From an optimization exercise on the open Yosys and OpenROAD flow, aimed at small area, a short achievable clock period and few clock cycles; shortcuts taken in it are not production practice.
Power figures rest on the tool's default switching activity, not on a simulated workload.

==> module drcm_div_step, before the edit <==
module drcm_div_step #(
    parameter int K = 7
) (
    input  logic [15:0] i_den,
    input  logic [24:0] i_rem,
    input  logic [7:0]  i_quo,
    output logic [24:0] o_rem,
    output logic [7:0]  o_quo
);
    logic [16:0] top;
    logic [17:0] trial;
    assign top   = i_rem[K+17:K+1];
    assign trial = {1'b0, top} - {2'b0, i_den};
    always_comb begin
        o_rem = i_rem;
        o_quo = i_quo;
        o_quo[K] = !trial[17];
        if (!trial[17]) o_rem[K+17:K+1] = trial[16:0];
    end
endmodule
==> module depth_rainbow_colormap_unit, before the edit <==
module depth_rainbow_colormap_unit
#(
    parameter int DEPTH_BITS = 24
) (
    input  logic                 i_clk,
    input  logic                 i_rst_n,
    input  logic                 i_depth_valid,
    output logic                 o_depth_ready,
    input  logic [DEPTH_BITS-1:0] i_depth,
    output logic                 o_pixel_valid,
    input  logic                 i_pixel_ready,
    output logic [7:0]           o_blue,
    output logic [7:0]           o_green,
    output logic [7:0]           o_red,
    input  logic                 i_cfg_we,
    input  logic [drcm_pkg::CFG_IDX_W-1:0] i_cfg_idx,
    input  logic [drcm_pkg::DIST_W-1:0]    i_cfg_data
);
    localparam logic [10:1] CUTS = 10'b1111111111;
    localparam int NSTEP = 10;
    localparam logic [1:0] C_DIV = 2'd0, C_ZERO = 2'd1, C_FULL = 2'd2, C_BLACK = 2'd3;
    logic [15:0] r_near;
    logic [15:0] r_far;
    logic [15:0] r_den;
    logic        r_ok;
    logic [16:0] den_full;
    always_ff @(posedge i_clk) begin
        if (!i_rst_n) begin
            r_near <= 16'd0;
            r_far  <= 16'd10000;
        end else if (i_cfg_we) begin
            if (i_cfg_idx[0]) r_far  <= i_cfg_data;
            else              r_near <= i_cfg_data;
        end
    end
    assign den_full = {1'b0, r_far} - {1'b0, r_near};
    always_ff @(posedge i_clk) begin
        r_den <= den_full[15:0];
        r_ok  <= !den_full[16] && (den_full[15:0] != 16'd0);
    end
    logic en;
    assign en            = !o_pixel_valid || i_pixel_ready;
    assign o_depth_ready = en;
    logic        in_black;
    logic        in_high;
    logic [16:0] in_diff;
    logic        r1_v;
    logic        r1_black;
    logic        r1_high;
    logic        r1_below;
    logic [15:0] r1_diff;
    assign in_black = i_depth[DEPTH_BITS-1] || (i_depth == '0);
    assign in_high  = |i_depth[DEPTH_BITS-2:16];
    assign in_diff  = {1'b0, i_depth[15:0]} - {1'b0, r_near};
    always_ff @(posedge i_clk) begin
        if (!i_rst_n)  r1_v <= 1'b0;
        else if (en)   r1_v <= i_depth_valid;
    end
    always_ff @(posedge i_clk) begin
        if (en) begin
            r1_black <= in_black;
            r1_high  <= in_high;
            r1_below <= in_diff[16] && !in_high;
            r1_diff  <= in_diff[15:0];
        end
    end
    logic [NSTEP:0] s_v;
    logic [1:0]     s_c [0:NSTEP];
    logic [24:0]    s_r [0:NSTEP];
    logic [7:0]     s_q [0:NSTEP];
    logic [23:0]    s_p;
    logic [1:0]     t_c [1:NSTEP];
    logic [24:0]    t_r [1:NSTEP];
    logic [7:0]     t_q [1:NSTEP];
    logic [23:0]    t_p;
    assign s_v[0] = r1_v;
    assign s_c[0] = C_DIV;
    assign s_r[0] = 25'd0;
    assign s_q[0] = 8'd0;
    always_comb begin
        if (r1_black)                            t_c[1] = C_BLACK;
        else if (r1_below || !r_ok)              t_c[1] = C_ZERO;
        else if (r1_high || (r1_diff >= r_den))  t_c[1] = C_FULL;
        else                                     t_c[1] = C_DIV;
    end
    assign t_r[1] = {r1_diff, 9'd0} - {8'd0, r1_diff, 1'b0} + {9'd0, r_den};
    assign t_q[1] = 8'd0;
    for (genvar j = 2; j <= 9; j++) begin : g_step
        drcm_div_step #(.K(9 - j)) u_step (
            .i_den (r_den),
            .i_rem (s_r[j-1]),
            .i_quo (s_q[j-1]),
            .o_rem (t_r[j]),
            .o_quo (t_q[j])
        );
        assign t_c[j] = s_c[j-1];
    end
    logic [7:0] qf;
    always_comb begin
        case (s_c[9])
            C_ZERO:  qf = 8'd0;
            C_FULL:  qf = 8'd255;
            C_BLACK: qf = 8'd0;
            default: qf = s_q[9];
        endcase
    end
    drcm_lut u_lut (
        .i_black (s_c[9] == C_BLACK),
        .i_index (qf),
        .o_blue  (t_p[23:16]),
        .o_green (t_p[15:8]),
        .o_red   (t_p[7:0])
    );
    assign t_c[10] = 2'd0;
    assign t_r[10] = 25'd0;
    assign t_q[10] = 8'd0;
    for (genvar j = 1; j <= NSTEP; j++) begin : g_link
        if (CUTS[j]) begin : g_reg
            logic rv;
            always_ff @(posedge i_clk) begin
                if (!i_rst_n) rv <= 1'b0;
                else if (en)  rv <= s_v[j-1];
            end
            assign s_v[j] = rv;
            if (j < NSTEP) begin : g_data
                logic [1:0]  rc;
                logic [24:0] rr;
                logic [7:0]  rq;
                always_ff @(posedge i_clk) begin
                    if (en) begin
                        rc <= t_c[j];
                        rr <= t_r[j];
                        rq <= t_q[j];
                    end
                end
                assign s_c[j] = rc;
                assign s_r[j] = rr;
                assign s_q[j] = rq;
            end else begin : g_pix
                logic [23:0] rp;
                always_ff @(posedge i_clk) begin
                    if (en) rp <= t_p;
                end
                assign s_p = rp;
            end
        end else begin : g_wire
            assign s_v[j] = s_v[j-1];
            if (j < NSTEP) begin : g_data
                assign s_c[j] = t_c[j];
                assign s_r[j] = t_r[j];
                assign s_q[j] = t_q[j];
            end else begin : g_pix
                assign s_p = t_p;
            end
        end
    end
    assign o_pixel_valid = s_v[NSTEP];
    assign {o_blue, o_green, o_red} = s_p;
endmodule
==> flow/config.mk <==
export PLATFORM = sky130hd
export DESIGN_NAME = depth_rainbow_colormap_unit
export DESIGN_NICKNAME = depth_rainbow_colormap_unit
export VERILOG_FILES = /design/flow/design.v
export SDC_FILE = /design/flow/constraint.sdc
export NUM_CORES = 4
export LEC_CHECK = 0
export ABC_CLOCK_PERIOD_IN_PS = 3000
export CAP_MARGIN = 20
export CORE_MARGIN = 2
export CORE_UTILIZATION = 40
export SETUP_SLACK_MARGIN = 2.8
export SLEW_MARGIN = 20
export SYNTH_MEMORY_MAX_BITS = 16384
==> flow/constraint.sdc <==
create_clock -name core_clock -period 6.0 [get_ports {i_clk}]
set_input_delay 1.2000 -clock core_clock [delete_from_list [all_inputs] [get_ports {i_clk}]]
set_output_delay 1.2000 -clock core_clock [all_outputs]
set_load 0.01 [all_outputs]
run.sh (not shown) runs the stock make flow with config.mk's settings and CLKGATE_MAP_FILE= SYNTH_SCRIPT=/design/flow/synth_recipe.tcl, a recipe that flattens the netlist after the stock synthesis.
Next try:
--- a/flow/design.v
+++ b/flow/design.v
@@ -28,26 +28,50 @@
     } t_idx_beat;
 endpackage
 module drcm_div_step #(
     parameter int K = 7
 ) (
     input  logic [15:0] i_den,
-    input  logic [24:0] i_rem,
+    input  logic [23:0] i_rem,
     input  logic [7:0]  i_quo,
-    output logic [24:0] o_rem,
+    output logic [23:0] o_rem,
     output logic [7:0]  o_quo
 );
     logic [16:0] top;
-    logic [17:0] trial;
-    assign top   = i_rem[K+17:K+1];
-    assign trial = {1'b0, top} - {2'b0, i_den};
+    logic [16:0] dd;
+    logic [16:0] dif;
+    logic [16:0] g;
+    logic [16:0] p;
+    logic [16:0] bg;
+    logic [16:0] bp;
+    assign top = i_rem[K+16:K];
+    assign dd  = {1'b0, i_den};
     always_comb begin
+        g = ~top & dd;
+        p = ~(top ^ dd);
+        bg = g;
+        bp = p;
+        for (int l = 0; l < 5; l++) begin
+            logic [16:0] ng;
+            logic [16:0] np;
+            ng = bg;
+            np = bp;
+            for (int i = 0; i < 17; i++) begin
+                if ((i >> l) & 1) begin
+                    ng[i] = bg[i] | (bp[i] & bg[((i >> l) << l) - 1]);
+                    np[i] = bp[i] & bp[((i >> l) << l) - 1];
+                end
+            end
+            bg = ng;
+            bp = np;
+        end
+        dif = top ^ dd ^ {bg[15:0], 1'b0};
         o_rem = i_rem;
         o_quo = i_quo;
-        o_quo[K] = !trial[17];
-        if (!trial[17]) o_rem[K+17:K+1] = trial[16:0];
+        o_quo[K] = !bg[16];
+        if (!bg[16]) o_rem[K+16:K] = dif;
     end
 endmodule
 module drcm_lut
 (
     input  logic       i_black,
     input  logic [7:0] i_index,
@@ -384,30 +408,30 @@
             r1_below <= in_diff[16] && !in_high;
             r1_diff  <= in_diff[15:0];
         end
     end
     logic [NSTEP:0] s_v;
     logic [1:0]     s_c [0:NSTEP];
-    logic [24:0]    s_r [0:NSTEP];
+    logic [23:0]    s_r [0:NSTEP];
     logic [7:0]     s_q [0:NSTEP];
     logic [23:0]    s_p;
     logic [1:0]     t_c [1:NSTEP];
-    logic [24:0]    t_r [1:NSTEP];
+    logic [23:0]    t_r [1:NSTEP];
     logic [7:0]     t_q [1:NSTEP];
     logic [23:0]    t_p;
     assign s_v[0] = r1_v;
     assign s_c[0] = C_DIV;
-    assign s_r[0] = 25'd0;
+    assign s_r[0] = 24'd0;
     assign s_q[0] = 8'd0;
     always_comb begin
         if (r1_black)                            t_c[1] = C_BLACK;
         else if (r1_below || !r_ok)              t_c[1] = C_ZERO;
         else if (r1_high || (r1_diff >= r_den))  t_c[1] = C_FULL;
         else                                     t_c[1] = C_DIV;
     end
-    assign t_r[1] = {r1_diff, 9'd0} - {8'd0, r1_diff, 1'b0} + {9'd0, r_den};
+    assign t_r[1] = {r1_diff, 8'd0} - {8'd0, r1_diff} + {9'd0, r_den[15:1]};
     assign t_q[1] = 8'd0;
     for (genvar j = 2; j <= 9; j++) begin : g_step
         drcm_div_step #(.K(9 - j)) u_step (
             .i_den (r_den),
             .i_rem (s_r[j-1]),
             .i_quo (s_q[j-1]),
@@ -430,25 +454,25 @@
         .i_index (qf),
         .o_blue  (t_p[23:16]),
         .o_green (t_p[15:8]),
         .o_red   (t_p[7:0])
     );
     assign t_c[10] = 2'd0;
-    assign t_r[10] = 25'd0;
+    assign t_r[10] = 24'd0;
     assign t_q[10] = 8'd0;
     for (genvar j = 1; j <= NSTEP; j++) begin : g_link
         if (CUTS[j]) begin : g_reg
             logic rv;
             always_ff @(posedge i_clk) begin
                 if (!i_rst_n) rv <= 1'b0;
                 else if (en)  rv <= s_v[j-1];
             end
             assign s_v[j] = rv;
             if (j < NSTEP) begin : g_data
                 logic [1:0]  rc;
-                logic [24:0] rr;
+                logic [23:0] rr;
                 logic [7:0]  rq;
                 always_ff @(posedge i_clk) begin
                     if (en) begin
                         rc <= t_c[j];
                         rr <= t_r[j];
                         rq <= t_q[j];
Total power went down by 8.8%. Final area went down by 3.0%. Global-route usage went down by 0.88 points. Clock skew is about the same. Routed wire length went down by 5.3%. Setup slack degrades by 0.019 ns. Synthesized cell count went down by 4.6%. Clock power went down by about 6%.
Function was not checked in any run of this note: the RTL went through the layout flow alone.

## re-timing with driven ports
The flow's constraints put no driver on any port. The routed layouts listed below were extracted and timed again, unchanged, in two steps. Step 1, drivers: a clkbuf_16 drives i_clk and a buf_2 each remaining input, both assumed. Step 2 moves the port delays by t, midway between the first and last clock arrival at a register: inputs arrive t later, outputs are due t later. That takes back most of the time a late clock gives input paths. Three values: no drivers, after step 1, after step 2; two values: the first two.
run	shift t [ns]	slack for setup (ns)	latest minus earliest clock arrival (ns)	worst data-port slew with drivers (ns)	pins driven straight from the clock port
the first run	0.625	2.741 / 2.741 / 2.213	0.022 / 0.021	0.04	1
the second run	0.605	2.722 / 2.722 / 2.414	0.024 / 0.025	0.06	1
After both steps every run listed still meets setup and hold. For the first run, which loses most, drivers alone change the setup slack by 0.000 ns; drivers and shift together by -0.528 ns.
